What follows belongs to an exercise in optimizing a design on an open flow for small area, a short achievable clock period and few clock cycles per item; a production flow would make more cautious choices. In this exercise RTL edits were held to simulation tests only and were not proved equivalent to the original. Power and IR drop assume default switching activity.

<file path="design/flow/design.v">
`timescale 1ns / 1ps
`default_nettype none
package cba_pkg;
  localparam int NumBlocks = 256;
  localparam int IdxW      = $clog2(NumBlocks);
  localparam int CntW      = IdxW + 1;
  localparam int BytesW    = 20;
  localparam int BsW       = 13;
  localparam logic [BsW-1:0] BsReset = BsW'(64);
  localparam int PaddrW = 3;
  localparam logic [1:0] REQ_ALLOC  = 2'd0;
  localparam logic [1:0] REQ_RESIZE = 2'd1;
  localparam logic [1:0] REQ_FREE   = 2'd2;
  localparam logic [1:0] REQ_BAD    = 2'd3;
  localparam logic [1:0] ST_INPLACE = 2'd0;
  localparam logic [1:0] ST_PLACED  = 2'd1;
  localparam logic [1:0] ST_NOSPACE = 2'd2;
  localparam logic [1:0] ST_INVALID = 2'd3;
endpackage
`default_nettype wire
`timescale 1ns / 1ps
`default_nettype none
module cba_front #(
  parameter logic [7:0] Cut = 8'b0101_0100
) (
  input  wire logic                        clk_i,
  input  wire logic                        rst_ni,
  input  wire logic                        adv_i,
  input  wire logic [cba_pkg::BsW-1:0]     bs_i,      
  input  wire logic                        valid_i,
  input  wire logic [9:0]                  tag_i,     
  input  wire logic [cba_pkg::BytesW-1:0]  bytes_i,
  output logic                             valid_o,
  output logic [9:0]                       tag_o,
  output logic                             zero_o,    
  output logic                             big_o,     
  output logic [7:0]                       q_o        
);
  localparam int BsW = cba_pkg::BsW;
  localparam int BW  = cba_pkg::BytesW;
  logic [BW-1:0] c_in;
  always_comb begin
    for (int i = 0; i < BW; i++) begin
      c_in[i] = bytes_i[i] ^ ~(|(bytes_i & BW'((1 << i) - 1)));
    end
  end
  logic          v0_q, z0_q;
  logic [9:0]    t0_q;
  logic [BW-1:0] c0_q;
  always_ff @(posedge clk_i or negedge rst_ni) begin
    if (!rst_ni)    v0_q <= 1'b0;
    else if (adv_i) v0_q <= valid_i;
  end
  always_ff @(posedge clk_i) begin
    if (adv_i) begin
      t0_q <= tag_i;
      z0_q <= (bytes_i == '0);
      c0_q <= c_in;
    end
  end
  logic          sv   [9];
  logic [9:0]    st   [9];
  logic          sz   [9];
  logic          sbig [9];
  logic [BW:0]   srem [9];
  logic [7:0]    sq   [9];
  assign sv[8]   = v0_q;
  assign st[8]   = t0_q;
  assign sz[8]   = z0_q;
  assign sbig[8] = ({1'b0, c0_q[BW-1:8]} >= bs_i);
  assign srem[8] = {1'b0, c0_q};
  assign sq[8]   = '0;
  for (genvar k = 7; k >= 0; k--) begin : step
    logic [BsW:0] diff;
    logic         ge;
    logic [BW:0]  rem;
    logic [7:0]   q;
    always_comb begin
      diff = srem[k+1][k +: BsW+1] - {1'b0, bs_i};
      ge   = !diff[BsW];
      rem  = srem[k+1];
      if (ge) rem[k +: BsW+1] = diff;
      for (int i = k + BsW; i <= BW; i++) rem[i] = 1'b0;
      q    = sq[k+1];
      q[k] = ge;
    end
    if (Cut[k]) begin : cut
      logic          v_q;
      logic [9:0]    t_q;
      logic          z_q, big_q;
      logic [BW:0]   rem_q;
      logic [7:0]    q_q;
      always_ff @(posedge clk_i or negedge rst_ni) begin
        if (!rst_ni)    v_q <= 1'b0;
        else if (adv_i) v_q <= sv[k+1];
      end
      always_ff @(posedge clk_i) begin
        if (adv_i) begin
          t_q   <= st[k+1];
          z_q   <= sz[k+1];
          big_q <= sbig[k+1];
          rem_q <= rem;
          q_q   <= q;
        end
      end
      assign sv[k]   = v_q;
      assign st[k]   = t_q;
      assign sz[k]   = z_q;
      assign sbig[k] = big_q;
      assign srem[k] = rem_q;
      assign sq[k]   = q_q;
    end else begin : wire_through
      assign sv[k]   = sv[k+1];
      assign st[k]   = st[k+1];
      assign sz[k]   = sz[k+1];
      assign sbig[k] = sbig[k+1];
      assign srem[k] = rem;
      assign sq[k]   = q;
    end
  end
  assign valid_o = sv[0];
  assign tag_o   = st[0];
  assign zero_o  = sz[0];
  assign big_o   = sbig[0];
  assign q_o     = sq[0];
endmodule
`default_nettype wire
`timescale 1ns / 1ps
`default_nettype none
module cba_queue #(
  parameter int W = 20
) (
  input  wire logic         clk_i,
  input  wire logic         rst_ni,
  input  wire logic         push_valid_i,
  output logic              push_ready_o,
  input  wire logic [W-1:0] push_data_i,
  output logic              pop_valid_o,
  input  wire logic         pop_i,
  output logic [W-1:0]      pop_data_o,
  output logic              nxt_valid_o,   
  output logic [W-1:0]      nxt_data_o
);
  logic [W-1:0] slot0_q, slot1_q;
  logic         wr_ptr_q, rd_ptr_q;
  logic [1:0]   count_q, count_d;
  logic         ready_q;
  logic         do_push, do_pop;
  assign push_ready_o = ready_q;
  assign pop_valid_o  = (count_q != 2'd0);
  assign pop_data_o   = rd_ptr_q ? slot1_q : slot0_q;
  assign do_push      = push_valid_i && ready_q;
  assign do_pop       = pop_i && (count_q != 2'd0);
  always_comb begin
    unique case (count_q)
      2'd0:    count_d = do_push ? 2'd1 : 2'd0;
      2'd1:    count_d = do_pop ? (do_push ? 2'd1 : 2'd0) : (do_push ? 2'd2 : 2'd1);
      default: count_d = do_pop ? 2'd1 : 2'd2;
    endcase
  end
  assign nxt_valid_o = (count_q == 2'd2) || do_push;
  assign nxt_data_o  = (count_q == 2'd2) ? (rd_ptr_q ? slot0_q : slot1_q) : push_data_i;
  always_ff @(posedge clk_i or negedge rst_ni) begin
    if (!rst_ni) begin
      wr_ptr_q <= 1'b0;
      rd_ptr_q <= 1'b0;
      count_q  <= 2'd0;
      ready_q  <= 1'b1;
    end else begin
      if (do_push) wr_ptr_q <= ~wr_ptr_q;
      if (do_pop)  rd_ptr_q <= ~rd_ptr_q;
      count_q <= count_d;
      ready_q <= (count_d != 2'd2);
    end
  end
  always_ff @(posedge clk_i) begin
    if (do_push && !wr_ptr_q) slot0_q <= push_data_i;
    if (do_push &&  wr_ptr_q) slot1_q <= push_data_i;
  end
endmodule
`default_nettype wire
`timescale 1ns / 1ps
`default_nettype none
module cba_ffs (
  input  wire logic [255:0] v_i,
  output logic              found_o,
  output logic [7:0]        idx_o
);
  for (genvar l = 0; l < 8; l++) begin : lv
    localparam int N = 128 >> l;
    logic [N-1:0]       vo;
    logic [N*(l+1)-1:0] io;
    for (genvar j = 0; j < N; j++) begin : nd
      if (l == 0) begin : leaf
        assign vo[j] = v_i[2*j] | v_i[2*j+1];
        assign io[j] = ~v_i[2*j];
      end else begin : node
        logic         vl, vh;
        logic [l-1:0] il, ih;
        assign vl = lv[l-1].vo[2*j];
        assign vh = lv[l-1].vo[2*j+1];
        assign il = lv[l-1].io[2*j*l +: l];
        assign ih = lv[l-1].io[(2*j+1)*l +: l];
        assign vo[j] = vl | vh;
        assign io[j*(l+1) +: l+1] = vl ? {1'b0, il} : {1'b1, ih};
      end
    end
  end
  assign found_o = lv[7].vo[0];
  assign idx_o   = lv[7].io[7:0];
endmodule
module cba_tpre (
  input  wire logic [8:0]   v_i,
  output logic [47:0]       pd_o     
);
  always_comb begin
    for (int k = 0; k < 16; k++) begin
      pd_o[k]      = !v_i[8] && (4'(k) > v_i[7:4]);
      pd_o[16 + k] = !v_i[8] && (4'(k) == v_i[7:4]);
      pd_o[32 + k] = (4'(k) >= v_i[3:0]);
    end
  end
endmodule
module cba_texp (
  input  wire logic [47:0]  pd_i,
  output logic [255:0]      ge_o
);
  always_comb begin
    for (int i = 0; i < 256; i++) begin
      ge_o[i] = pd_i[i/16] || (pd_i[16 + i/16] && pd_i[32 + i%16]);
    end
  end
endmodule
module cba_thermo (
  input  wire logic [8:0]   v_i,
  output logic [255:0]      ge_o
);
  logic [47:0] pd;
  cba_tpre u_pre (.v_i(v_i), .pd_o(pd));
  cba_texp u_exp (.pd_i(pd), .ge_o(ge_o));
endmodule
module cba_inc_add8 (
  input  wire logic [7:0] x_i,
  input  wire logic [7:0] y_i,
  output logic [8:0]      s_o
);
  logic [7:0] g0, p0, g1, p1, g2, p2, g3, p3, h;
  always_comb begin
    h  = x_i ^ y_i;
    g0 = x_i & y_i;
    p0 = x_i | y_i;
    g0[0] = x_i[0] | y_i[0];
    p0[0] = 1'b0;
    for (int i = 0; i < 8; i++) begin
      g1[i] = (i % 2 == 1) ? (g0[i] | (p0[i] & g0[i-1])) : g0[i];
      p1[i] = (i % 2 == 1) ? (p0[i] & p0[i-1]) : p0[i];
    end
    for (int i = 0; i < 8; i++) begin
      g2[i] = (i % 4 >= 2) ? (g1[i] | (p1[i] & g1[(i/4)*4+1])) : g1[i];
      p2[i] = (i % 4 >= 2) ? (p1[i] & p1[(i/4)*4+1]) : p1[i];
    end
    for (int i = 0; i < 8; i++) begin
      g3[i] = (i >= 4) ? (g2[i] | (p2[i] & g2[3])) : g2[i];
      p3[i] = (i >= 4) ? (p2[i] & p2[3]) : p2[i];
    end
    s_o[0] = ~h[0];
    for (int i = 1; i < 8; i++) s_o[i] = h[i] ^ g3[i-1];
    s_o[8] = g3[7];
  end
endmodule
module cba_fits (
  input  wire logic [7:0] a_i,
  input  wire logic [8:0] b_i,
  input  wire logic [7:0] q_i,
  output logic            fit_o
);
  logic [9:0] s, m, c;
  logic [9:0] g0, p0;
  logic [4:0] g1, p1;
  logic       g2a, p2a, g2b, p2b, c8, c9;
  always_comb begin
    s = {1'b0, b_i} ^ ~{2'b0, a_i} ^ ~{2'b0, q_i};
    m = ({1'b0, b_i} & ~{2'b0, a_i}) | ({1'b0, b_i} & ~{2'b0, q_i}) | (~{2'b0, a_i} & ~{2'b0, q_i});
    c = {m[8:0], 1'b1};
    g0 = s & c;
    p0 = s | c;
    for (int i = 0; i < 4; i++) begin
      g1[i] = g0[2*i+1] | (p0[2*i+1] & g0[2*i]);
      p1[i] = p0[2*i+1] & p0[2*i];
    end
    g2a = g1[1] | (p1[1] & g1[0]);
    p2a = p1[1] & p1[0];
    g2b = g1[3] | (p1[3] & g1[2]);
    p2b = p1[3] & p1[2];
    c8  = g2b | (p2b & g2a);
    c9  = g0[8] | (p0[8] & c8);
    fit_o = !(s[9] ^ c[9] ^ c9);
  end
endmodule
module cba_back (
  input  wire logic                        clk_i,
  input  wire logic                        rst_ni,
  input  wire logic                        hd_valid_i,
  output logic                             hd_pop_o,
  input  wire logic [1:0]                  hd_req_i,
  input  wire logic [7:0]                  hd_handle_i,
  input  wire logic                        hd_zero_i,
  input  wire logic                        hd_big_i,
  input  wire logic [7:0]                  hd_q_i,       
  input  wire logic                        nx_valid_i,
  input  wire logic [1:0]                  nx_req_i,
  input  wire logic [7:0]                  nx_handle_i,
  input  wire logic                        nx_zero_i,
  input  wire logic                        nx_big_i,
  output logic                             rsp_valid_o,
  input  wire logic                        rsp_ready_i,
  output logic [1:0]                       rsp_status_o,
  output logic [7:0]                       rsp_start_o,
  output logic [8:0]                       rsp_cur_o,
  output logic [8:0]                       rsp_peak_o
);
  function automatic logic carry16(input logic [15:0] g, input logic [15:0] p, input logic cin);
    logic [7:0] g1, p1;
    logic [3:0] g2, p2;
    logic [1:0] g3, p3;
    logic       g4, p4;
    for (int i = 0; i < 8; i++) begin
      g1[i] = g[2*i+1] | (p[2*i+1] & g[2*i]);
      p1[i] = p[2*i+1] & p[2*i];
    end
    for (int i = 0; i < 4; i++) begin
      g2[i] = g1[2*i+1] | (p1[2*i+1] & g1[2*i]);
      p2[i] = p1[2*i+1] & p1[2*i];
    end
    for (int i = 0; i < 2; i++) begin
      g3[i] = g2[2*i+1] | (p2[2*i+1] & g2[2*i]);
      p3[i] = p2[2*i+1] & p2[2*i];
    end
    g4 = g3[1] | (p3[1] & g3[0]);
    p4 = p3[1] & p3[0];
    carry16 = g4 | (p4 & cin);
  endfunction
  function automatic logic ge9(input logic [8:0] x, input logic [8:0] y);
    ge9 = carry16({7'd0, x & ~y}, {7'h7f, x | ~y}, 1'b1);
  endfunction
  logic [255:0] used_q, start_q, used_e, start_e;
  logic [7:0]   cursor_q, cursor_d;
  logic [8:0]   usage_q, peak_q, peak_m;
  logic         srch_q, move_q, rsz_q, rel_q, pass2_q;
  logic         srch_d, move_d, rsz_d, rel_d, pass2_d;
  logic [7:0]   x_q, x_d;
  logic [8:0]   e_q, e_d;
  logic [7:0]   a_q, a_d;
  logic         w_rng_q, w_set_q, w_resp_q;
  logic         w_rng_d, w_set_d, w_sop_d, w_resp_d;
  logic [8:0]   w_lo_q, w_hi_q, w_lo_d, w_hi_d;
  logic [1:0]   w_st_q, w_st_d;
  logic [7:0]   w_rs_q, w_rs_d;
  logic         r_vld_q;
  logic [1:0]   r_st_q;
  logic [7:0]   r_rs_q;
  logic         rsp_vld_q;
  logic [1:0]   rsp_st_q;
  logic [7:0]   rsp_rs_q;
  logic [8:0]   rsp_cur_q, rsp_peak_q;
  logic         go, done, load;
  logic [47:0]  pre_lo, pre_hi;
  logic [31:0]  pd_lo_q, pd_lo_d;         
  logic [15:0]  pd_lge_q;                 
  logic [47:0]  pd_hi_q;
  logic [15:0]  pd_seh_q, pd_seh_d;       
  logic [15:0]  pd_sel_q, pd_sel_d;       
  logic [255:0] ge_wlo, ge_whi;
  cba_tpre u_pre_lo (.v_i(w_lo_d), .pd_o(pre_lo));
  cba_tpre u_pre_hi (.v_i(w_hi_d), .pd_o(pre_hi));
  cba_texp u_exp_lo (.pd_i({pd_lge_q, pd_lo_q}), .ge_o(ge_wlo));
  cba_texp u_exp_hi (.pd_i(pd_hi_q), .ge_o(ge_whi));
  always_comb begin
    pd_lo_d  = pre_lo[31:0] & {32{w_rng_d}};
    pd_seh_d = pre_lo[31:16] & {16{w_sop_d}};
    for (int k = 0; k < 16; k++) begin
      pd_sel_d[k] = pre_lo[32 + k] && (k == 0 || !pre_lo[32 + ((k == 0) ? 0 : k - 1)]);
    end
    for (int i = 0; i < 256; i++) begin
      used_e[i]  = used_q[i] ^ (ge_wlo[i] && !ge_whi[i]);
      start_e[i] = start_q[i] ^ (pd_seh_q[i/16] && pd_sel_q[i%16]);
    end
  end
  logic [255:0] ge_x, gt_x, va, vb;
  logic         fa, fb, fit, fit_len, in_lim, live, nz;
  logic [7:0]   a8, b8;
  logic [8:0]   a, b, e9, apn, hn, cur_n;
  cba_thermo u_ge_x (.v_i({1'b0, x_q}), .ge_o(ge_x));
  assign gt_x = {ge_x[254:0], 1'b0};
  assign va = ge_x & (~used_e | ({256{rsz_q}} & start_e & gt_x));
  assign vb = gt_x & start_e & ({256{rsz_q}} | ~{used_e[254:0], 1'b1});
  cba_ffs u_ffs_a (.v_i(va), .found_o(fa), .idx_o(a8));
  cba_ffs u_ffs_b (.v_i(vb), .found_o(fb), .idx_o(b8));
  assign a  = {1'b0, a8};
  assign b  = fb ? {1'b0, b8} : 9'd256;
  assign e9 = fa ? a : 9'd256;
  cba_fits u_fits (.a_i(a8), .b_i(b), .q_i(hd_q_i), .fit_o(fit_len));
  assign in_lim  = !pass2_q || !ge9(a, {1'b0, cursor_q});
  assign fit     = fa && fit_len && in_lim;
  cba_inc_add8 u_apn (.x_i(a8), .y_i(hd_q_i), .s_o(apn));
  cba_inc_add8 u_hn (.x_i(hd_handle_i), .y_i(hd_q_i), .s_o(hn));
  assign live  = |(start_e & ge_x & ~gt_x);
  assign nz    = hd_req_i == cba_pkg::REQ_FREE || hd_zero_i;
  cba_inc_add8 u_cur_n (.x_i(cursor_q), .y_i(hd_q_i), .s_o(cur_n));
  always_comb begin
    done     = 1'b0;
    w_rng_d  = 1'b0;
    w_set_d  = 1'b0;
    w_sop_d  = 1'b0;
    w_lo_d   = a;
    w_hi_d   = apn;
    w_resp_d = 1'b0;
    w_st_d   = cba_pkg::ST_INVALID;
    w_rs_d   = '0;
    cursor_d = cursor_q;
    srch_d   = srch_q;
    move_d   = move_q;
    rsz_d    = rsz_q;
    rel_d    = rel_q;
    pass2_d  = pass2_q;
    x_d      = x_q;
    e_d      = e_q;
    a_d      = a_q;
    if (srch_q) begin
      if (fit) begin
        w_rng_d  = 1'b1;
        w_set_d  = 1'b1;
        w_sop_d  = 1'b1;
        cursor_d = cur_n[8] ? 8'd0 : cur_n[7:0];
        if (move_q) begin
          srch_d = 1'b0;
          move_d = 1'b0;
          rel_d  = 1'b1;
          a_d    = a8;
        end else begin
          done     = 1'b1;
          w_resp_d = 1'b1;
          w_st_d   = cba_pkg::ST_PLACED;
          w_rs_d   = a8;
        end
      end else if (!pass2_q) begin
        if (fa && fb) begin
          x_d = b8;
        end else begin
          x_d     = '0;
          pass2_d = 1'b1;
        end
      end else if (fa && fb && !ge9(b, {1'b0, cursor_q})) begin
        x_d = b8;
      end else begin
        done     = 1'b1;
        w_resp_d = 1'b1;
        w_st_d   = cba_pkg::ST_NOSPACE;
      end
    end else if (rsz_q) begin
      w_lo_d = {1'b0, hd_handle_i};
      w_hi_d = e9;
      if (!live) begin
        done     = 1'b1;
        w_resp_d = 1'b1;
      end else if (nz) begin
        done     = 1'b1;
        w_resp_d = 1'b1;
        w_st_d   = cba_pkg::ST_INPLACE;
        w_rs_d   = hd_handle_i;
        w_rng_d  = 1'b1;
        w_sop_d  = 1'b1;
      end else if (hd_big_i) begin
        done     = 1'b1;
        w_resp_d = 1'b1;
        w_st_d   = cba_pkg::ST_NOSPACE;
      end else if (hn == e9) begin
        done     = 1'b1;
        w_resp_d = 1'b1;
        w_st_d   = cba_pkg::ST_INPLACE;
        w_rs_d   = hd_handle_i;
      end else if (!ge9(hn, e9)) begin
        done     = 1'b1;
        w_resp_d = 1'b1;
        w_st_d   = cba_pkg::ST_INPLACE;
        w_rs_d   = hd_handle_i;
        w_rng_d  = 1'b1;
        w_lo_d   = hn;
        w_hi_d   = e9;
      end else if (ge9(b, hn)) begin
        done     = 1'b1;
        w_resp_d = 1'b1;
        w_st_d   = cba_pkg::ST_INPLACE;
        w_rs_d   = hd_handle_i;
        w_rng_d  = 1'b1;
        w_set_d  = 1'b1;
        w_lo_d   = e9;
        w_hi_d   = hn;
      end else begin
        rsz_d   = 1'b0;
        srch_d  = 1'b1;
        move_d  = 1'b1;
        x_d     = cursor_q;
        pass2_d = 1'b0;
        e_d     = e9;
      end
    end else if (rel_q) begin
      done     = 1'b1;
      w_resp_d = 1'b1;
      w_st_d   = cba_pkg::ST_PLACED;
      w_rs_d   = a_q;
      w_rng_d  = 1'b1;
      w_sop_d  = 1'b1;
      w_lo_d   = {1'b0, hd_handle_i};
      w_hi_d   = e_q;
    end else begin
      done     = 1'b1;
      w_resp_d = 1'b1;
      w_st_d   = (hd_req_i == cba_pkg::REQ_ALLOC && !hd_zero_i) ? cba_pkg::ST_NOSPACE
                                                                : cba_pkg::ST_INVALID;
    end
    if (!hd_valid_i || !go) begin
      done     = 1'b0;
      w_rng_d  = 1'b0;
      w_sop_d  = 1'b0;
      w_resp_d = 1'b0;
      cursor_d = cursor_q;
      srch_d   = srch_q;
      move_d   = move_q;
      rsz_d    = rsz_q;
      rel_d    = rel_q;
      pass2_d  = pass2_q;
      x_d      = x_q;
      e_d      = e_q;
      a_d      = a_q;
    end
    load = !hd_valid_i || done;
    if (load) begin
      rsz_d   = nx_valid_i && (nx_req_i == cba_pkg::REQ_RESIZE || nx_req_i == cba_pkg::REQ_FREE);
      srch_d  = nx_valid_i && nx_req_i == cba_pkg::REQ_ALLOC && !nx_zero_i && !nx_big_i;
      move_d  = 1'b0;
      rel_d   = 1'b0;
      pass2_d = 1'b0;
      x_d     = rsz_d ? nx_handle_i : cursor_d;
    end
  end
  assign go       = !rsp_vld_q || rsp_ready_i;
  assign hd_pop_o = done;
  assign peak_m = (usage_q > peak_q) ? usage_q : peak_q;
  always_ff @(posedge clk_i or negedge rst_ni) begin
    if (!rst_ni) begin
      used_q    <= '0;
      start_q   <= '0;
      cursor_q  <= '0;
      usage_q   <= '0;
      peak_q    <= '0;
      srch_q    <= 1'b0;
      move_q    <= 1'b0;
      rsz_q     <= 1'b0;
      rel_q     <= 1'b0;
      pass2_q   <= 1'b0;
      x_q       <= '0;
      w_rng_q   <= 1'b0;
      w_resp_q  <= 1'b0;
      pd_lo_q   <= '0;
      pd_seh_q  <= '0;
      r_vld_q   <= 1'b0;
      rsp_vld_q <= 1'b0;
    end else begin
      used_q   <= used_e;
      start_q  <= start_e;
      peak_q   <= peak_m;
      cursor_q <= cursor_d;
      srch_q   <= srch_d;
      move_q   <= move_d;
      rsz_q    <= rsz_d;
      rel_q    <= rel_d;
      pass2_q  <= pass2_d;
      x_q      <= x_d;
      pd_lo_q  <= pd_lo_d;
      pd_seh_q <= pd_seh_d;
      if (go) begin
        w_rng_q   <= w_rng_d;
        w_resp_q  <= w_resp_d;
        r_vld_q   <= w_resp_q;
        rsp_vld_q <= r_vld_q;
        if (w_rng_q) usage_q <= w_set_q ? usage_q + (w_hi_q - w_lo_q) : usage_q - (w_hi_q - w_lo_q);
      end
    end
  end
  always_ff @(posedge clk_i) begin
    e_q       <= e_d;
    a_q       <= a_d;
    pd_lge_q  <= pre_lo[47:32];
    pd_sel_q  <= pd_sel_d;
    pd_hi_q   <= pre_hi;
    if (go) begin
      w_set_q  <= w_set_d;
      w_lo_q   <= w_lo_d;
      w_hi_q   <= w_hi_d;
      w_st_q   <= w_st_d;
      w_rs_q   <= w_rs_d;
      r_st_q   <= w_st_q;
      r_rs_q   <= w_rs_q;
      rsp_st_q   <= r_st_q;
      rsp_rs_q   <= r_rs_q;
      rsp_cur_q  <= usage_q;
      rsp_peak_q <= peak_m;
    end
  end
  assign rsp_valid_o  = rsp_vld_q;
  assign rsp_status_o = rsp_st_q;
  assign rsp_start_o  = rsp_rs_q;
  assign rsp_cur_o    = rsp_cur_q;
  assign rsp_peak_o   = rsp_peak_q;
endmodule
`default_nettype wire
`timescale 1ns / 1ps
`default_nettype none
module contiguous_block_allocator (
  input  wire logic              clk_i,
  input  wire logic              rst_ni,
  input  wire logic              req_valid,
  output logic                   req_ready,
  input  wire logic [1:0]        req_type,
  input  wire logic [7:0]        req_handle,
  input  wire logic [19:0]       req_size_bytes,
  output logic                   rsp_valid,
  input  wire logic              rsp_ready,
  output logic [1:0]             rsp_status,
  output logic [7:0]             rsp_start_block,
  output logic [8:0]             rsp_current_usage,
  output logic [8:0]             rsp_peak_usage,
  input  wire logic              psel,
  input  wire logic              penable,
  input  wire logic              pwrite,
  input  wire logic [cba_pkg::PaddrW-1:0] paddr,
  input  wire logic [31:0]       pwdata,
  output logic [31:0]            prdata,
  output logic                   pready
);
  localparam int BsW = cba_pkg::BsW;
  logic [BsW-1:0] block_size_q, bs_eff;
  logic           bs_zero_q;
  assign pready = 1'b1;
  assign prdata = paddr[2] ? 32'd0 : {{(32-BsW){1'b0}}, block_size_q};
  assign bs_eff = {block_size_q[BsW-1:1], block_size_q[0] | bs_zero_q};
  always_ff @(posedge clk_i or negedge rst_ni) begin
    if (!rst_ni) begin
      block_size_q <= cba_pkg::BsReset;
      bs_zero_q    <= 1'b0;
    end else if (psel && penable && pwrite && !paddr[2]) begin
      block_size_q <= pwdata[BsW-1:0];
      bs_zero_q    <= (pwdata[BsW-1:0] == '0);
    end
  end
  logic        adv, f_valid, f_zero, f_big, h_valid, h_pop, n_valid;
  logic [9:0]  f_tag;
  logic [7:0]  f_q;
  logic [19:0] h_data, n_data;
  assign req_ready = adv;
  cba_front u_front (
    .clk_i   (clk_i),
    .rst_ni  (rst_ni),
    .adv_i   (adv),
    .bs_i    (bs_eff),
    .valid_i (req_valid && adv),
    .tag_i   ({req_type, req_handle}),
    .bytes_i (req_size_bytes),
    .valid_o (f_valid),
    .tag_o   (f_tag),
    .zero_o  (f_zero),
    .big_o   (f_big),
    .q_o     (f_q)
  );
  cba_queue #(.W(20)) u_queue (
    .clk_i        (clk_i),
    .rst_ni       (rst_ni),
    .push_valid_i (f_valid),
    .push_ready_o (adv),
    .push_data_i  ({f_tag, f_zero, f_big, f_q}),
    .pop_valid_o  (h_valid),
    .pop_i        (h_pop),
    .pop_data_o   (h_data),
    .nxt_valid_o  (n_valid),
    .nxt_data_o   (n_data)
  );
  cba_back u_back (
    .clk_i        (clk_i),
    .rst_ni       (rst_ni),
    .hd_valid_i   (h_valid),
    .hd_pop_o     (h_pop),
    .hd_req_i     (h_data[19:18]),
    .hd_handle_i  (h_data[17:10]),
    .hd_zero_i    (h_data[9]),
    .hd_big_i     (h_data[8]),
    .hd_q_i       (h_data[7:0]),
    .nx_valid_i   (n_valid),
    .nx_req_i     (n_data[19:18]),
    .nx_handle_i  (n_data[17:10]),
    .nx_zero_i    (n_data[9]),
    .nx_big_i     (n_data[8]),
    .rsp_valid_o  (rsp_valid),
    .rsp_ready_i  (rsp_ready),
    .rsp_status_o (rsp_status),
    .rsp_start_o  (rsp_start_block),
    .rsp_cur_o    (rsp_current_usage),
    .rsp_peak_o   (rsp_peak_usage)
  );
endmodule
`default_nettype wire
</file>
<file path="design/flow/constraint.sdc">
create_clock -name core_clock -period 10.0 [get_ports {clk_i}]
set_input_delay 2.0000 -clock core_clock [delete_from_list [all_inputs] [get_ports {clk_i}]]
set_output_delay 2.0000 -clock core_clock [all_outputs]
set_load 0.01 [all_outputs]
</file>
<file path="design/flow/config.mk">
export PLATFORM = sky130hd
export DESIGN_NAME = contiguous_block_allocator
export DESIGN_NICKNAME = contiguous_block_allocator
export VERILOG_FILES = /design/flow/design.v
export SDC_FILE = /design/flow/constraint.sdc
export NUM_CORES = 4
export LEC_CHECK = 0
export CAP_MARGIN = 20
export CORE_MARGIN = 2
export CORE_UTILIZATION = 40
export GPL_TIMING_DRIVEN = 0
export SETUP_SLACK_MARGIN = 2.5
export SLEW_MARGIN = 20
export SYNTH_HIERARCHICAL = 1
</file>
<file path="design/flow/run.sh">
#!/bin/bash
# synth_recipe.tcl (not shown) runs the flow's synth.tcl, then flattens the netlist and writes it again
# the make line also repeats each setting of config.mk as NAME=value (left out here)
make -C /OpenROAD-flow-scripts/flow DESIGN_CONFIG=/design/flow/config.mk WORK_HOME=/design/flow/orfs CLKGATE_MAP_FILE= SYNTH_SCRIPT=/design/flow/synth_recipe.tcl finish
</file>
==> flow_summary.ini, run 1 <==
[sta]
clock_skew_ns = 0.0542
report.final.slew_viol_count = 0
final_hold_viol_count = 0
grt_setup_unrepaired = true
min_period_ns = 7.64
fmax_mhz = 131
fin_tns_setup_ns = 0
finalWorstSetupSlack_ns = 2.36
relSlewSlack_pct = 10.8
setup_violations = 0
worstMarginPinSlew_ns = 1.33
fin_crit_sh_pct = 76.4

[setup_path]
startpoint_type = flop
crit_path_end_kind = flop
crit_top_cell = a21o_1
max_stage_delay_ns = 0.57
cp_max_fo = 11
path_class = reg -> reg
crit_slowest_cell = or4_4
cp.required_ns = 10.70
crit_arrival_ns = 8.34
cp_num_buf_inv = 3
crit_family = compound AO/OA/AOI/OAI gates

[place]
place_congestion = 1.14
place_inst = 10034
place_area_mm2 = 0.0741
dp_hpwl_mm = 269
pre_cts_slack_ns = -1.18
portBuffers = 93

[pwr]
p_total_uw = 35000
vdd_drop_max_v = 0.000280
p_leak_uw = 0.0383
power.density_mw_per_mm2 = 415

[logic_synthesis]
synth_area_mm2 = 0.0694
synth_area_per_cell_um2 = 9.16
synth_cells = 7579
ys_warn_count = 20

[global_route]
antenna_found_initial = 44
grt_overflow = 0
grt_pass1_wl_mm = 476
grtUsageTotal_pct = 38.6
use_met2_pct = 54.8
grt_pass1_vias = 60570
use_met1_pct = 49.6
grt_max_degree = 88
use_met3_pct = 10.6
grt.busiest_layer = met2

[flow_run]
cap_violations = 0

[routing]
drt_iter0_drc = 7504
drt-wirelength-per-cell_um = 33.1
drc = 0
vias = 64508
finalWirelength_mm = 349
dr.pass1.iters = 6
ant_nets = 0
vias_per_cell = 6.13

[final_layout]
nets = 8375
final_layout_size_suffix_gt1_share_pct = 22.7
nFillCells = 16217
syn_to_final_growth_pct = 21.5
final_area_mm2 = 0.0844
instances_no_fill = 10521

[clock_network]
clk_latency_ns = 0.83
tritoncts = yes
cts_num_sinks = 959
path_clk_slew_ns = 0.06
cts_root_buffer = clkbuf_16
cts_buffers = 115
cts_buffer_depth = 3
htreeDepth = 3

[floorplan]
io_pins = 135
fp.coreArea_mm2 = 0.172
die_x_um = 421
initial_core_util_pct = 40.3
fp.dieH_um = 421
die-area_mm2 = 0.177
rows = 152

[run_status]
status = complete, no violations

[hold_path]
min_path_type = reg -> reg
-- power breakdown --
group          total (uW)  internal (uW)  switching (uW)
Clock                4370           2460            1910
Combinational       23900           9140           14700
Sequential           6750           5850             900
Total               35000          17400           17500
-- stage by stage --
| stage | hold slack [ns] | utilization, % |
|---|---|---|
| after floorplan | 0.400 | - |
| after global placement | 0.403 | 42.6 |
| after detailed placement | 0.405 | 43.0 |
| after CTS | 0.415 | 47.3 |
| after global routing | 0.421 | 49.0 |
| final | 0.415 | 49.0 |
-- final timing paths --
kind                                             from                         end  slack, ns  depth (start not counted)
max                                u_back.pd_sel_q[0]               u_back.x_q[3]       2.36                         28
min                        u_front.step[6].cut.q_q[7]  u_front.step[4].cut.q_q[7]       0.42                          0
max reg2reg                        u_back.pd_sel_q[0]               u_back.x_q[3]       2.36                         28
min reg2reg                u_front.step[6].cut.q_q[7]  u_front.step[4].cut.q_q[7]       0.42                          0
max in group asynchronous                      rst_ni         u_back.start_q[251]       7.24                          4
min in group asynchronous                      rst_ni          u_back.used_q[141]       1.10                          1
-- metal layers --
| layer | up-vias | share of wire [%] |
|---|---|---|
| li1 | 27901 | - |
| met1 | 31997 | 40 |
| met2 | 3578 | 41 |
| met3 | 1006 | 10 |
| met4 | 26 | 8.8 |
| met5 | - | 0.046 |
-- cells in the final DEF (no fill, tap or decap), types with 52 or more instances in the layout --
cell,count
a21o_1,758
nand2_1,653
dfrtp_1,608
a21oi_1,498
xnor2_1,439
inv_1,361
nand2b_1,334
nor2_1,305
buf_4,287
nand3_1,281
edfxtp_1,254
buf_6,225
ha_1,205
o21ai_0,139
nor2b_1,138
clkbuf_16,122
mux2_2,109
a21oi_2,103
a21boi_0,92
clkdlybuf4s50_1,92
nor3_1,85
xnor2_2,84
nand3b_1,74
dfxtp_1,74
buf_2,69
a32oi_1,64
a211oi_1,61
o21bai_1,56
clkbuf_1,55
nor4_1,55
a21boi_1,52
-- layout make-up --
cell class / count / area [um2] / share of cell area (%)
sequential: 959 / 24900 / 29.5
clock buffer: 141 / 3050 / 3.61
inverter: 384 / 1470 / 1.74
antenna: 39 / 97.6 / 0.116
buffer: 509 / 4650 / 5.51
multi-input combinational: 5751 / 43100 / 51.1
timing repair buffer: 352 / 3410 / 4.04
tap: 2310 / 2890 / 3.43
clock inverter: 76 / 796 / 0.943
-- flip-flops by register name, indices dropped and copies added (netlist names), 10 cells and up --
signal                count
u_back.pd_lo_q           32
u_back.used_q           256
u_queue.slot0_q          20
u_queue.slot1_q          20
u_back.start_q          256
u_back.pd_lge_q          15
u_front.step.cut.q_q     12
block_size_q             13
u_front.c0_q             20
u_back.pd_seh_q          16
u_back.pd_sel_q          16
u_front.t0_q             10
u_back.pd_hi_q           48
u_front.srem             51
u_front.step.cut.t_q     30
-- timing repair --
item                       4_1_cts  5_1_grt
pin swaps                       88      170
setup endpoints to repair      196      168
hold buffers                     0        0
gates resized for setup        610      512
buffers inserted               115      109
cloned                           1        6
Testbench counts, summed over its fixed seeds: cycles 6,558, items 4,000.
==> inputs of run 2 (changes only) <==
--- a/design/flow/design.v
+++ b/design/flow/design.v
@@ -409,137 +409,106 @@
   cba_inc_add8 u_cur_n (.x_i(cursor_q), .y_i(hd_q_i), .s_o(cur_n));
+  logic hn_lt_e, hn_gt_e;
+  assign hn_lt_e = !ge9(hn, e9);
+  assign hn_gt_e = !ge9(e9, hn);
   always_comb begin
-    done     = 1'b0;
-    w_rng_d  = 1'b0;
-    w_set_d  = 1'b0;
-    w_sop_d  = 1'b0;
-    w_lo_d   = a;
-    w_hi_d   = apn;
-    w_resp_d = 1'b0;
-    w_st_d   = cba_pkg::ST_INVALID;
-    w_rs_d   = '0;
-    cursor_d = cursor_q;
-    srch_d   = srch_q;
-    move_d   = move_q;
-    rsz_d    = rsz_q;
-    rel_d    = rel_q;
-    pass2_d  = pass2_q;
-    x_d      = x_q;
-    e_d      = e_q;
-    a_d      = a_q;
-    if (srch_q) begin
-      if (fit) begin
-        w_rng_d  = 1'b1;
-        w_set_d  = 1'b1;
-        w_sop_d  = 1'b1;
-        cursor_d = cur_n[8] ? 8'd0 : cur_n[7:0];
-        if (move_q) begin
-          srch_d = 1'b0;
-          move_d = 1'b0;
-          rel_d  = 1'b1;
-          a_d    = a8;
-        end else begin
-          done     = 1'b1;
-          w_resp_d = 1'b1;
-          w_st_d   = cba_pkg::ST_PLACED;
-          w_rs_d   = a8;
-        end
-      end else if (!pass2_q) begin
-        if (fa && fb) begin
-          x_d = b8;
-        end else begin
-          x_d     = '0;
-          pass2_d = 1'b1;
-        end
-      end else if (fa && fb && !ge9(b, {1'b0, cursor_q})) begin
-        x_d = b8;
-      end else begin
-        done     = 1'b1;
-        w_resp_d = 1'b1;
-        w_st_d   = cba_pkg::ST_NOSPACE;
-      end
-    end else if (rsz_q) begin
-      w_lo_d = {1'b0, hd_handle_i};
-      w_hi_d = e9;
-      if (!live) begin
-        done     = 1'b1;
-        w_resp_d = 1'b1;
-      end else if (nz) begin
-        done     = 1'b1;
-        w_resp_d = 1'b1;
-        w_st_d   = cba_pkg::ST_INPLACE;
-        w_rs_d   = hd_handle_i;
-        w_rng_d  = 1'b1;
-        w_sop_d  = 1'b1;
-      end else if (hd_big_i) begin
-        done     = 1'b1;
-        w_resp_d = 1'b1;
-        w_st_d   = cba_pkg::ST_NOSPACE;
-      end else if (hn == e9) begin
-        done     = 1'b1;
-        w_resp_d = 1'b1;
-        w_st_d   = cba_pkg::ST_INPLACE;
-        w_rs_d   = hd_handle_i;
-      end else if (!ge9(hn, e9)) begin
-        done     = 1'b1;
-        w_resp_d = 1'b1;
-        w_st_d   = cba_pkg::ST_INPLACE;
-        w_rs_d   = hd_handle_i;
-        w_rng_d  = 1'b1;
-        w_lo_d   = hn;
-        w_hi_d   = e9;
-      end else if (ge9(b, hn)) begin
-        done     = 1'b1;
-        w_resp_d = 1'b1;
-        w_st_d   = cba_pkg::ST_INPLACE;
-        w_rs_d   = hd_handle_i;
-        w_rng_d  = 1'b1;
-        w_set_d  = 1'b1;
-        w_lo_d   = e9;
-        w_hi_d   = hn;
-      end else begin
-        rsz_d   = 1'b0;
-        srch_d  = 1'b1;
-        move_d  = 1'b1;
-        x_d     = cursor_q;
-        pass2_d = 1'b0;
-        e_d     = e9;
+    if (srch_q)              w_lo_d = a;
+    else if (rel_q || nz)    w_lo_d = {1'b0, hd_handle_i};
+    else if (hn_lt_e)        w_lo_d = hn;
+    else                     w_lo_d = e9;
+    if (srch_q)              w_hi_d = apn;
+    else if (rel_q)          w_hi_d = e_q;
+    else if (!nz && hn_gt_e) w_hi_d = hn;
+    else                     w_hi_d = e9;
+  end
+  logic       act, nosp, r_inv, r_free, r_big, r_same, r_shr, r_grow, r_move;
+  logic       done_nf, load_nf, fit_s;
+  logic       nx_rsz, nx_srch;
+  logic [7:0] cn_wrap, x_nf;
+  logic [1:0] st_nf;
+  logic [7:0] rs_nf;
+  assign act     = hd_valid_i && go;
+  assign nosp    = pass2_q && !(fa && fb && !ge9(b, {1'b0, cursor_q}));
+  assign r_inv   = !live;
+  assign r_free  = live && nz;
+  assign r_big   = live && !nz && hd_big_i;
+  assign r_same  = live && !nz && !hd_big_i && (hn == e9);
+  assign r_shr   = live && !nz && !hd_big_i && hn_lt_e;
+  assign r_grow  = live && !nz && !hd_big_i && hn_gt_e && ge9(b, hn);
+  assign r_move  = live && !nz && !hd_big_i && hn_gt_e && !ge9(b, hn);
+  assign fit_s   = srch_q && fit;
+  assign done_nf = srch_q ? nosp : (rsz_q ? !r_move : 1'b1);
+  assign load_nf = !hd_valid_i || (act && done_nf);
+  assign nx_rsz  = nx_valid_i && (nx_req_i == cba_pkg::REQ_RESIZE || nx_req_i == cba_pkg::REQ_FREE);
+  assign nx_srch = nx_valid_i && nx_req_i == cba_pkg::REQ_ALLOC && !nx_zero_i && !nx_big_i;
+  assign cn_wrap = cur_n[8] ? 8'd0 : cur_n[7:0];
+  always_comb begin
+    if (load_nf)                  x_nf = nx_rsz ? nx_handle_i : cursor_q;
+    else if (!act)                x_nf = x_q;
+    else if (srch_q)              x_nf = (!pass2_q && !(fa && fb)) ? 8'd0 : b8;
+    else                          x_nf = cursor_q;      
+  end
+  always_comb begin
+    st_nf = cba_pkg::ST_INVALID;
+    rs_nf = '0;
+    if (srch_q)                          st_nf = cba_pkg::ST_NOSPACE;
+    else if (rsz_q) begin
+      if (r_big)                         st_nf = cba_pkg::ST_NOSPACE;
+      else if (!r_inv) begin
+        st_nf = cba_pkg::ST_INPLACE;
+        rs_nf = hd_handle_i;
       end
     end else if (rel_q) begin
-      done     = 1'b1;
-      w_resp_d = 1'b1;
-      w_st_d   = cba_pkg::ST_PLACED;
-      w_rs_d   = a_q;
-      w_rng_d  = 1'b1;
-      w_sop_d  = 1'b1;
-      w_lo_d   = {1'b0, hd_handle_i};
-      w_hi_d   = e_q;
-    end else begin
-      done     = 1'b1;
-      w_resp_d = 1'b1;
-      w_st_d   = (hd_req_i == cba_pkg::REQ_ALLOC && !hd_zero_i) ? cba_pkg::ST_NOSPACE
-                                                                : cba_pkg::ST_INVALID;
-    end
-    if (!hd_valid_i || !go) begin
-      done     = 1'b0;
-      w_rng_d  = 1'b0;
-      w_sop_d  = 1'b0;
-      w_resp_d = 1'b0;
-      cursor_d = cursor_q;
-      srch_d   = srch_q;
-      move_d   = move_q;
-      rsz_d    = rsz_q;
-      rel_d    = rel_q;
-      pass2_d  = pass2_q;
-      x_d      = x_q;
-      e_d      = e_q;
-      a_d      = a_q;
+      st_nf = cba_pkg::ST_PLACED;
+      rs_nf = a_q;
+    end else if (hd_req_i == cba_pkg::REQ_ALLOC && !hd_zero_i) begin
+      st_nf = cba_pkg::ST_NOSPACE;
     end
-    load = !hd_valid_i || done;
-    if (load) begin
-      rsz_d   = nx_valid_i && (nx_req_i == cba_pkg::REQ_RESIZE || nx_req_i == cba_pkg::REQ_FREE);
-      srch_d  = nx_valid_i && nx_req_i == cba_pkg::REQ_ALLOC && !nx_zero_i && !nx_big_i;
+  end
+  always_comb begin
+    done     = act && (fit_s ? !move_q : done_nf);
+    load     = !hd_valid_i || done;
+    w_rng_d  = act && (fit_s || (rsz_q && (r_free || r_shr || r_grow)) || rel_q);
+    w_set_d  = srch_q || (rsz_q && r_grow);
+    w_sop_d  = act && (fit_s || (rsz_q && r_free) || rel_q);
+    w_resp_d = done;
+    w_st_d   = fit_s ? cba_pkg::ST_PLACED : st_nf;
+    w_rs_d   = fit_s ? a8 : rs_nf;
+    cursor_d = (act && fit_s) ? cn_wrap : cursor_q;
+    e_d      = (act && rsz_q && r_move) ? e9 : e_q;
+    a_d      = (act && fit_s) ? a8 : a_q;
+    if (act && fit_s) begin
+      srch_d  = move_q ? 1'b0 : nx_srch;
       move_d  = 1'b0;
+      rsz_d   = move_q ? 1'b0 : nx_rsz;
+      rel_d   = move_q;
+      pass2_d = 1'b0;
+      x_d     = nx_rsz ? nx_handle_i : cn_wrap;
+    end else if (load_nf) begin
+      srch_d  = nx_srch;
+      move_d  = 1'b0;
+      rsz_d   = nx_rsz;
+      rel_d   = 1'b0;
+      pass2_d = 1'b0;
+      x_d     = x_nf;
+    end else if (!act) begin
+      srch_d  = srch_q;
+      move_d  = move_q;
+      rsz_d   = rsz_q;
+      rel_d   = rel_q;
+      pass2_d = pass2_q;
+      x_d     = x_q;
+    end else if (srch_q) begin
+      srch_d  = 1'b1;
+      move_d  = move_q;
+      rsz_d   = 1'b0;
+      rel_d   = 1'b0;
+      pass2_d = pass2_q || !(fa && fb);
+      x_d     = x_nf;
+    end else begin
+      srch_d  = 1'b1;
+      move_d  = 1'b1;
+      rsz_d   = 1'b0;
       rel_d   = 1'b0;
       pass2_d = 1'b0;
-      x_d     = rsz_d ? nx_handle_i : cursor_d;
+      x_d     = x_nf;
     end
==> run 2 against run 1 <==
Effect of this change: combinational power rose by 4%; area after synthesis rose by 3.6%; global-route usage fell by 1.8 points; largest power group unchanged; flip-flop and latch count did not move; clock power rose by 8.5%; total power rose by 4.3%; setup slack got worse by 0.063 ns; non-clock buffer count fell by 74; still clean on timing, DRC and antenna; clock skew fell by 0.0072 ns.
==> flow_summary.ini, run 2 <==
[run_status]
status = complete, no violations

[final_layout]
layout_commonest_cell = a21o_1
layout_common_cells = 779 x a21o_1, 709 x nand2_1, 617 x a21oi_1
nets = 8549
final_layout_size_suffix_gt1_share_pct = 19.5
syn_to_final_growth_pct = 16.7

[setup_path]
reg2reg_to = u_back.pd_lo_q[24]
ff2ff_path_depth = 31
r2r_start = u_back.x_q[4]
path_class = reg -> reg
cp_max_fo = 10
crit_path_end_kind = flop
max_stage_delay_ns = 0.50
crit_path_end = u_back.pd_lo_q[24]
cp.required_ns = 10.70
worstSetupStartpoint = u_back.x_q[4]
crit_arrival_ns = 8.40
ff2ff_setup_slack_ns = 2.30
startpoint_type = flop
crit_slowest_cell = dfrtp_2

[routing]
drc = 0
vias = 65690
dr.pass1.iters = 6
vias_per_cell = 6.12
drt_iter0_drc = 8228
ant_nets = 0
drt-wirelength-per-cell_um = 32.6
finalWirelength_mm = 350

[flow_run]
cap_violations = 0

[sta]
grt_setup_unrepaired = true
report.final.slew_viol_count = 0
min_period_ns = 7.70
final_hold_viol_count = 0
fin_crit_sh_pct = 77.0
setup_violations = 0
fmax_mhz = 130
fin_tns_setup_ns = 0
worstMarginPinSlew_ns = 1.43
relSlewSlack_pct = 3.89
clock_skew_ns = 0.0470

[pwr]
p_leak_uw = 0.0384
vdd_drop_max_v = 0.000294
p_total_uw = 36500
power.density_mw_per_mm2 = 435

[floorplan]
die-area_mm2 = 0.183
io_pins = 135
initial_core_util_pct = 40.3
die_x_um = 428
fp.coreArea_mm2 = 0.178
fp.dieH_um = 428
rows = 155

[place]
place_congestion = 1.08
portBuffers = 93
dp_hpwl_mm = 264

[global_route]
grt_pass1_vias = 60963
grt_pass1_wl_mm = 476
grt_max_degree = 92
grtUsageTotal_pct = 36.9
antenna_found_initial = 28
grt_overflow = 0

[clock_network]
htreeDepth = 3
cts_buffer_depth = 3
holdBufCountCts = 0
cts_root_buffer = clkbuf_16
tritoncts = yes
cts_num_sinks = 959
clk_latency_ns = 0.83
path_clk_slew_ns = 0.06
cts_buffers = 118

[hold_path]
min_path_type = reg -> reg
hold_start = u_front.c0_q[4]

[logic_synthesis]
synth_area_per_cell_um2 = 9.11
synth_cells = 7888
ys_warn_count = 20
synth_area_mm2 = 0.0719
## run 2: worst min-delay path by stage
stage | endpoint | slack, ns | depth (start not counted)
floorplan | u_back.r_rs_q[0] | 0.40 | 0
global placement | u_front.step[4].cut.t_q[2] | 0.40 | 0
detailed placement | u_front.srem[2][1] | 0.40 | 0
CTS | u_front.srem[6][4] | 0.41 | 0
global route | u_front.step[2].cut.t_q[1] | 0.42 | 0
finish | u_front.srem[6][4] | 0.42 | 0
## run 2: final cells by class
type | count | area, um2
timing repair buffer | 232 | 2380
fill | 17147 | 94500
tap | 2355 | 2950
inverter | 288 | 1100
antenna | 7 | 17.5
clock buffer | 149 | 3290
sequential | 959 | 24900
buffer | 555 | 4760
multi-input combinational | 6110 | 43600
clock inverter | 74 | 930
## run 2: stage by stage
| step | utilization (%) | hold slack (ns) | cell area (um2) | setup slack, ns | cells |
|---|---|---|---|---|---|
| after floorplan | - | 0.400 | 72000 | 3.04 | 7912 |
| after global placement | 42.5 | 0.400 | 75900 | -24.23 | 10360 |
| after detailed placement | 42.9 | 0.405 | 76500 | -1.03 | 10383 |
| after CTS | 46.2 | 0.414 | 82300 | 2.44 | 10679 |
| after global routing | 47.0 | 0.419 | 83900 | 2.29 | 10723 |
| final | 47.0 | 0.416 | 83900 | 2.30 | 10729 |
## run 2: critical path, delay by kind of cell (launching register included)
kind,cells,cell delay (ns)
and+or+nand+nor,11,2.92
AOI/OAI and AO/OA,11,2.34
buffers and inverters,8,1.39
DFF,1,0.50
adders and majority gates,1,0.38
## run 2: timing repair
item / in CTS / in global routing
setup buffers: 72 / 41
pin swaps: 44 / 76
resized for setup: 274 / 344
gates cloned: 1 / 2
setup endpoints to repair: 194 / 146
## run 2: report_power, final
group	total (uW)	leakage (uW)	internal, uW	switching, uW
clock	4740	0.00207	2740	2000
sequential	6840	0.0113	6010	827
combinational	24900	0.0250	9270	15600
## run 2: routing by layer
metal  routed length [um]  global-route usage, %
met5                   98                      0
met4                30200                   25.6
met3                35700                   9.58
met2               146000                   54.4
met1               138000                   47.0
Testbench counts of run 2, summed over its fixed seeds: cycles 6,558, items 4,000.
==> inputs of run 3 (changes only) <==
--- a/design/flow/design.v
+++ b/design/flow/design.v
@@ -394,3 +394,3 @@
   assign gt_x = {ge_x[254:0], 1'b0};
-  assign va = ge_x & (~used_e | ({256{rsz_q}} & start_e & gt_x));
+  assign va = ge_x & ~used_e;
   assign vb = gt_x & start_e & ({256{rsz_q}} | ~{used_e[254:0], 1'b1});
@@ -400,3 +400,7 @@
   assign b  = fb ? {1'b0, b8} : 9'd256;
-  assign e9 = fa ? a : 9'd256;
+  logic [8:0] a9;
+  logic       a_le_b;
+  assign a9      = {!fa, a8 & {8{fa}}};
+  assign a_le_b  = ge9(b, a9);
+  assign e9      = a_le_b ? a9 : b;
   cba_fits u_fits (.a_i(a8), .b_i(b), .q_i(hd_q_i), .fit_o(fit_len));
@@ -410,4 +414,4 @@
   logic hn_lt_e, hn_gt_e;
-  assign hn_lt_e = !ge9(hn, e9);
-  assign hn_gt_e = !ge9(e9, hn);
+  assign hn_lt_e = !ge9(hn, a9) && !ge9(hn, b);
+  assign hn_gt_e = !ge9(a9, hn) || !ge9(b, hn);
   always_comb begin
@@ -433,3 +437,3 @@
   assign r_big   = live && !nz && hd_big_i;
-  assign r_same  = live && !nz && !hd_big_i && (hn == e9);
+  assign r_same  = live && !nz && !hd_big_i && !hn_lt_e && !hn_gt_e;
   assign r_shr   = live && !nz && !hd_big_i && hn_lt_e;
==> run 3 against run 2 <==
Effect of this change: still clean on timing, DRC and antenna; non-clock buffer count increased by 10; via count decreased by 0.87%; combinational power increased by 6%; critical path depth decreased by 2; clock skew increased by 0.0040 ns; clock power decreased by 1%; flip-flop and latch count unchanged; worst hold slack improved by 0.00078 ns; critical path type unchanged; largest power group unchanged; highest routed layer unchanged.
==> flow_summary.ini, run 3 <==
[final_layout]
final_area_mm2 = 0.0839
layout_common_cells = 796 x a21o_1, 608 x dfrtp_1, 585 x inv_1
nets = 8279
layout_commonest_cell = a21o_1
nFillCells = 16718
syn_to_final_growth_pct = 18.5
final_layout_size_suffix_gt1_share_pct = 19.8

[routing]
finalWirelength_mm = 384
drt_iter0_drc = 8567
ant_nets = 0
vias_per_cell = 6.22
drc = 0
vias = 65118
drt-wirelength-per-cell_um = 36.7
dr.pass1.iters = 6

[logic_synthesis]
ys_warn_count = 20
synth_area_per_cell_um2 = 9.36
synth_cells = 7565
synth_area_mm2 = 0.0708

[place]
portBuffers = 93
place_area_mm2 = 0.0756
place_congestion = 1.09
dp_hpwl_mm = 288

[clock_network]
htreeDepth = 3
cts_buffers = 116
cts_num_sinks = 959
cts_buffer_depth = 3
clk_latency_ns = 0.84
tritoncts = yes
path_clk_slew_ns = 0.06
holdBufCountCts = 0
cts_root_buffer = clkbuf_16

[setup_path]
cp_num_buf_inv = 4
crit_family = compound AO/OA/AOI/OAI gates
startpoint_type = flop
path_class = reg -> reg
max_stage_delay_ns = 0.99
crit_arrival_ns = 8.43
cp_max_fo = 10
crit_slowest_cell = xnor2_1
cp.required_ns = 10.68
crit_path_end_kind = flop

[global_route]
grtUsageTotal_pct = 41.6
grt_overflow = 0
antenna_found_initial = 52
grt_pass1_vias = 60159
grt_max_degree = 91
grt_pass1_wl_mm = 513

[sta]
grt_setup_unrepaired = true
min_period_ns = 7.76
setup_violations = 0
fin_crit_sh_pct = 77.6
final_hold_viol_count = 0
worstMarginPinSlew_ns = 1.38
relSlewSlack_pct = 7.70
fmax_mhz = 129
clock_skew_ns = 0.0511
report.final.slew_viol_count = 0

[floorplan]
die_x_um = 425
initial_core_util_pct = 40.2
fp.dieH_um = 425
die-area_mm2 = 0.180
rows = 154
io_pins = 135
fp.coreArea_mm2 = 0.176

[pwr]
power.density_mw_per_mm2 = 453
p_leak_uw = 0.0421
vdd_drop_max_v = 0.000231
p_total_uw = 38000

[hold_path]
min_path_type = reg -> reg

[flow_run]
cap_violations = 0

[run_status]
status = complete, no violations
==> run 3: worst paths after layout <==
path	depth (start not counted)	slack, ns	to	startpoint
min in group asynchronous	1	1.05	u_back.peak_q[4]	rst_ni
worst max-delay path	29	2.24	u_queue.count_q[0]	u_back.pd_sel_q[14]
worst min-delay path	0	0.42	u_back.rsp_rs_q[0]	u_back.r_rs_q[0]
worst max register to register	29	2.24	u_queue.count_q[0]	u_back.pd_sel_q[14]
max in group asynchronous	4	7.16	u_back.used_q[59]	rst_ni
worst min register to register	0	0.42	u_back.rsp_rs_q[0]	u_back.r_rs_q[0]
==> run 3: report_power, final <==
group	switching, uW	internal [uW]
clock	2000	2680
sequential	888	5890
combinational	16800	9690
total	19700	18300
==> run 3: worst register-to-register path, delay by kind of cell, from the launching register on <==
family / cells / cell delay (ns)
DFF: 1 / 0.40
AOI/OAI and AO/OA: 11 / 2.45
and+or+nand+nor: 9 / 1.25
adders and majority gates: 4 / 1.37
buffers and inverters: 4 / 1.13
xor gates and xnor gates: 1 / 0.99
==> run 3: per-stage QoR <==
| step | setup slack [ns] | cells | hold WS, ns | TNS, ns | util (%) |
|---|---|---|---|---|---|
| after floorplan | 3.39 | 7589 | 0.400 | 0 | - |
| after global placement | -25.13 | 10022 | 0.401 | - | 42.5 |
| after detailed placement | -1.12 | 10054 | 0.405 | -34.04 | 43.0 |
| after CTS | 2.48 | 10375 | 0.419 | 0 | 46.8 |
| after global routing | 2.35 | 10437 | 0.425 | 0 | 47.6 |
| final | 2.24 | 10469 | 0.417 | 0 | 47.7 |
==> run 3: repair_timing <==
item	4_1_cts	5_1_grt
resized for setup	435	253
hold endpoints to repair	0	0
gates cloned	1	1
pin swaps	60	81
endpoints found under the setup margin	204	166
buffers inserted	100	60
==> run 3: cell type report <==
| class | instances | area, um2 | area share [%] |
|---|---|---|---|
| Antenna cell | 33 | 82.6 | 0.0984 |
| Buffer | 511 | 4670 | 5.57 |
| Clock buffer | 133 | 3100 | 3.70 |
| Clock inverter | 87 | 1020 | 1.22 |
| Inverter | 598 | 2270 | 2.70 |
| Multi-Input combinational cell | 5522 | 42000 | 50.1 |
| Sequential cell | 959 | 24900 | 29.7 |
| Tap cell | 2340 | 2930 | 3.49 |
| Timing Repair Buffer | 286 | 2880 | 3.43 |
==> run 3: routing by layer <==
layer	global-route usage [%]	share of wire, %	wire length, um
met1	56.1	42	161000
met2	56.2	39	150000
met3	13.7	11	44100
met4	26.7	7.5	28600
met5	0.714	0.083	317
Testbench counts of run 3, summed over its fixed seeds: cycles 6,558, items 4,000.
==> inputs of run 4 (changes only) <==
--- a/design/flow/config.mk
+++ b/design/flow/config.mk
@@ -11,3 +11,3 @@
 export GPL_TIMING_DRIVEN = 0
-export SETUP_SLACK_MARGIN = 2.5
+export SETUP_SLACK_MARGIN = 3.5
 export SLEW_MARGIN = 20
==> run 4 against run 3 <==
Effect of this change: synthesized cell count is the same; still clean; critical path type unchanged; worst hold slack lost 0.015 ns; setup slack gained 0.33 ns; non-clock buffer count grew 211; first-iteration DRC count shrank 9.9%; via count grew 0.33%; total power grew 8.6%; area after synthesis is the same; final area grew 5.6%; wire length shrank 2.5%; global-route usage shrank 1.6 points.
==> flow_summary.ini, run 4 <==
[run_status]
status = complete, no violations

[setup_path]
max_stage_delay_ns = 0.79
cp_max_fo = 7
startpoint_type = flop
crit_slowest_cell = nand4_1
ff2ff_setup_slack_ns = 2.58
reg2reg_to = u_back.pd_hi_q[13]
crit_path_end = u_back.pd_hi_q[13]
crit_path_end_kind = flop
worstSetupStartpoint = u_back.x_q[5]
r2r_start = u_back.x_q[5]
path_class = reg -> reg
ff2ff_path_depth = 33
crit_top_cell = buf_6
crit_arrival_ns = 8.11
cp.required_ns = 10.69

[global_route]
grtUsageTotal_pct = 40.0
grt_overflow = 0
grt_pass1_vias = 60343
antenna_found_initial = 44
grt_max_degree = 83
grt_pass1_wl_mm = 498

[clock_network]
holdBufCountCts = 0
cts_num_sinks = 959
clk_latency_ns = 0.86
cts_buffers = 118
htreeDepth = 3
path_clk_slew_ns = 0.06
tritoncts = yes
cts_root_buffer = clkbuf_16
cts_buffer_depth = 3

[floorplan]
die-area_mm2 = 0.180
initial_core_util_pct = 40.2
fp.coreArea_mm2 = 0.176
fp.dieH_um = 425
rows = 154
die_x_um = 425
io_pins = 135

[final_layout]
final_layout_size_suffix_gt1_share_pct = 25.3
final_area_mm2 = 0.0886
post-route-util_pct = 50.4
layout_commonest_cell = a21o_1
layout_common_cells = 775 x a21o_1, 612 x dfrtp_1, 569 x inv_1
syn_to_final_growth_pct = 25.2
nets = 8491

[pwr]
p_sw_share_pct = 50.4
p_leak_uw = 0.0439
power.density_mw_per_mm2 = 465
combPwrFrac_pct = 72.3
clkPwrFrac_pct = 11.4
vdd_drop_max_v = 0.000293
power.internal_uw = 20500
p_total_uw = 41200
p_switching_uw = 20800
seq_power_share_pct = 16.3

[routing]
drt_iter0_drc = 7721
drt-wirelength-per-cell_um = 35.1
drc = 0
finalWirelength_mm = 374
ant_nets = 0
dr.pass1.iters = 6
vias = 65333
vias_per_cell = 6.13

[place]
place_congestion = 1.11
portBuffers = 93
place_area_mm2 = 0.0756
dp_hpwl_mm = 280

[sta]
min_period_ns = 7.42
grt_setup_unrepaired = true
fmax_mhz = 135
worstMarginPinSlew_ns = 1.36
report.final.slew_viol_count = 0
final_hold_viol_count = 0
relSlewSlack_pct = 9.63
clock_skew_ns = 0.0725
fin_crit_sh_pct = 74.2
setup_violations = 0

[logic_synthesis]
synth_area_mm2 = 0.0708
synth_cells = 7565
ys_warn_count = 20
synth_area_per_cell_um2 = 9.36

[hold_path]
min_path_type = reg -> reg

[flow_run]
cap_violations = 0
==> run 4: worst max-delay path: cells and delay by family, from the launching register on <==
family | cells | cell delay, ns
AOI/OAI and AO/OA | 8 | 1.55
buffers and inverters | 14 | 2.14
DFF | 1 | 0.50
muxes | 1 | 0.24
and+or+nand+nor | 10 | 2.82
==> run 4: final cells by class <==
cell class | count | area (um2)
fill | 16261 | 87300
multi-input combinational | 5521 | 44200
sequential | 959 | 24900
timing repair buffer | 497 | 5160
buffer | 511 | 4930
clock buffer | 154 | 3350
tap | 2340 | 2930
inverter | 598 | 2300
clock inverter | 68 | 828
antenna | 9 | 22.5
==> run 4: repair_timing <==
action | CTS | global route
gates cloned | 2 | 12
resized for setup | 655 | 647
endpoints found under the setup margin | 237 | 236
buffers inserted | 171 | 184
pin swaps | 127 | 178
hold endpoints to repair | 0 | 0
==> run 4: power groups by stage <==
stage / sequential, uW / combinational [uW] / clock (uW)
2_1_floorplan: 6520 / 14100 / 0
3_3_place_gp: 6870 / 21800 / 0
3_5_place_dp: 6780 / 22400 / 0
4_1_cts: 6710 / 24900 / 4730
5_1_grt: 6860 / 30900 / 4880
6_report: 6740 / 29800 / 4700
==> run 4: per-stage QoR <==
stage	TNS (ns)	hold WS, ns	worst slack [ns]	instances
floorplan	0	0.400	3.58	7589
global placement	-	0.402	-25.07	10022
detailed placement	-9.75	0.405	-0.723	10056
CTS	0	0.405	2.87	10451
global route	0	0.417	2.60	10648
finish	0	0.403	2.58	10657
==> run 4: how the worst min path moves through the flow <==
stage                        from                          to  slack, ns  cells after the start
6_report       u_front.srem[4][1]          u_front.srem[2][1]       0.40                      0
5_1_grt        u_front.srem[4][0]          u_front.srem[2][0]       0.42                      0
4_1_cts        u_front.srem[4][1]          u_front.srem[2][1]       0.40                      0
3_5_place_dp   u_front.srem[4][1]          u_front.srem[2][1]       0.40                      0
3_3_place_gp      u_front.t0_q[0]  u_front.step[6].cut.t_q[0]       0.40                      0
2_1_floorplan    u_back.w_rs_q[0]            u_back.r_rs_q[0]       0.40                      0
==> run 4: layer usage <==
layer | GRT usage (%) | share of wire (%) | vias up
li1 | - | - | 27985
met5 | 0 | 0.050 | -
met2 | 54.8 | 40 | 3587
met3 | 12.2 | 11 | 952
met1 | 53.6 | 41 | 32783
met4 | 26.7 | 8.1 | 26
==> inputs of run 5 (changes only) <==
--- a/design/flow/config.mk
+++ b/design/flow/config.mk
@@ -10,4 +10,5 @@
 export CORE_UTILIZATION = 40
+export CTS_BUF_LIST = sky130_fd_sc_hd__clkbuf_8
 export GPL_TIMING_DRIVEN = 0
-export SETUP_SLACK_MARGIN = 3.5
+export SETUP_SLACK_MARGIN = 2.5
 export SLEW_MARGIN = 20
==> run 5 against run 4 <==
Effect of this change: synthesized cell count is the same; largest cell class unchanged; maximum frequency shrank 2.9%; still clean on timing, DRC and antenna; clock skew shrank 0.0061 ns; total power shrank 9.7%; global-route usage grew 1.6 points; critical endpoint is now u_back.pd_hi_q[18].
==> flow_summary.ini, run 5 <==
[run_status]
status = complete, no violations

[routing]
vias_per_cell = 6.18
vias = 65339
drt-wirelength-per-cell_um = 36.4
drc = 0
finalWirelength_mm = 384
ant_nets = 0
dr.pass1.iters = 8
drt_iter0_drc = 8629

[setup_path]
cp.required_ns = 10.85
cp_max_fo = 10
crit_path_end_kind = flop
ff2ff_path_depth = 24
crit_arrival_ns = 8.50
path_class = reg -> reg
ff2ff_setup_slack_ns = 2.36
startpoint_type = flop

[sta]
fin_tns_setup_ns = 0
setup_violations = 0
final_hold_viol_count = 0
relSlewSlack_pct = 5.09
fmax_mhz = 131
worstMarginPinSlew_ns = 1.41
grt_setup_unrepaired = true
clock_skew_ns = 0.0664
report.final.slew_viol_count = 0
fin_crit_sh_pct = 76.4
min_period_ns = 7.64
worst_hold_slack_ns = 0.414

[hold_path]
min_path_type = reg -> reg
hold_depth = 0

[clock_network]
htreeDepth = 4
clk_latency_ns = 1.07
cts_buffer_depth = 3
cts_root_buffer = clkbuf_8
cts_buffers = 185
cts_num_sinks = 959
path_clk_slew_ns = 0.06
holdBufCountCts = 0
tritoncts = yes

[pwr]
p_leak_uw = 0.0423
p_sw_share_pct = 52.7
p_total_uw = 37300
combPwrFrac_pct = 70.6
power.density_mw_per_mm2 = 447
clkPwrFrac_pct = 11.2
p_switching_uw = 19600
power.internal_uw = 17600
seq_power_share_pct = 18.2
vdd_drop_max_v = 0.000217

[floorplan]
rows = 154
fp.coreArea_mm2 = 0.176
io_pins = 135
initial_core_util_pct = 40.2
die_x_um = 425
die-area_mm2 = 0.180
fp.dieH_um = 425

[final_layout]
instances_no_fill = 10570
nets = 8339
syn_to_final_growth_pct = 17.8
final_layout_size_suffix_gt1_share_pct = 19.8
layout_commonest_cell = a21o_1
layout_common_cells = 798 x a21o_1, 649 x inv_1, 610 x dfrtp_1
final_area_mm2 = 0.0834

[place]
place_area_mm2 = 0.0756
place_inst = 10054
dp_hpwl_mm = 288
portBuffers = 93
place_congestion = 1.09

[logic_synthesis]
synth_area_mm2 = 0.0708
synth_area_per_cell_um2 = 9.36
ys_warn_count = 20
synth_cells = 7565

[global_route]
grt_pass1_wl_mm = 513
grt_pass1_vias = 60564
grt_max_degree = 91
antenna_found_initial = 48
grtUsageTotal_pct = 41.6
grt_overflow = 0

[flow_run]
cap_violations = 0
## run 5: layer usage
metal  GRT usage, %  share of wire (%)  vias up
met1           56.3                 42    32763
met4           26.1                7.2       14
met5              0              0.027        -
met3           13.9                 12      943
met2           56.4                 39     3908
li1               -                  -    27711
## run 5: path summary, 6_finish.rpt
| kind | start | to |
|---|---|---|
| max | u_back.pd_seh_q[12] | u_back.pd_hi_q[18] |
| min | u_front.step[4].cut.t_q[4] | u_front.step[2].cut.t_q[4] |
| max reg2reg | u_back.pd_seh_q[12] | u_back.pd_hi_q[18] |
| min reg2reg | u_front.step[4].cut.t_q[4] | u_front.step[2].cut.t_q[4] |
| max in group asynchronous | rst_ni | u_back.used_q[53] |
| min in group asynchronous | rst_ni | u_back.usage_q[4] |
## run 5: power groups by stage
stage	registers (uW)	clock network, uW	logic [uW]
2_1_floorplan	6520	0	14100
3_3_place_gp	6890	0	22100
3_5_place_dp	6810	0	22700
4_1_cts	6750	4230	24500
5_1_grt	6890	4400	27200
6_report	6780	4180	26300
## run 5: stage by stage
step	worst slack, ns	util (%)
final	2.36	47.4
after global routing	2.38	47.4
after floorplan	3.39	-
after CTS	2.47	46.6
after global placement	-25.13	42.5
after detailed placement	-1.12	43.0
## run 5: repair_timing
item | in CTS | in global routing
setup buffers | 92 | 58
endpoints found under the setup margin | 204 | 162
resized for setup | 419 | 238
pin swaps | 55 | 69
cloned | 1 | 2
## run 5: critical path: stages, from the launching register on
cell       delay, ns
dfrtp_1         0.74
buf_4           0.30
nand2_1         0.08
xnor2_1         0.77
o211a_1         0.44
nor4_4          0.12
nand2_2         0.19
nor3_4          0.09
buf_4           0.21
o41ai_4         0.64
a21oi_1         0.18
o31a_4          0.49
buf_4           0.20
nand2b_1        0.08
o21ai_1         0.12
a2111oi_4       0.30
o41ai_1         0.14
a211o_1         0.35
a21oi_1         0.21
buf_6           0.15
mux2i_1         0.18
o21ai_0         0.11
mux2_4          0.35
or3b_4          0.54
nor3_4          0.40
## run 5: area by class of cell
type	count	area, um2
Timing Repair Buffer	277	2840
Clock buffer	220	3030
Antenna cell	23	57.6
Tap cell	2340	2930
Inverter	598	2270
Buffer	511	4650
Clock inverter	120	815
Multi-Input combinational cell	5522	41900
Fill cell	16872	92500
Sequential cell	959	24900

==> re-timing with driven ports <==
The flow's constraints put no driver on any port. The routed layouts listed below were extracted and timed again, unchanged, in two steps. Step 1: set_driving_cell puts a clkbuf_16 on clk_i and a buf_2 on each other input, an assumption about the parent block. Step 2, shift: input delay + t, output delay - t, t = (earliest + latest rising clock arrival at the registers) / 2. This alone moves slack from input paths to output paths. Slacks: ideal ports / drivers / drivers and shift; pairs: ideal ports / drivers.
run	shift t [ns]	slack for setup (ns)	worst setup path after step 2	slew at the worst register clock pin (ns)
run 1	0.887	2.362 / 2.362 / 2.362	register to register	0.07 / 0.07
run 2	0.889	2.299 / 2.299 / 2.299	register to register	0.07 / 0.07
run 3	0.903	2.244 / 2.244 / 2.244	register to register	0.07 / 0.07
run 4	0.912	2.576 / 2.576 / 2.576	register to register	0.08 / 0.08
run 5	1.123	2.357 / 2.357 / 2.357	register to register	0.07 / 0.07
After both steps setup and hold are still met in every run listed.
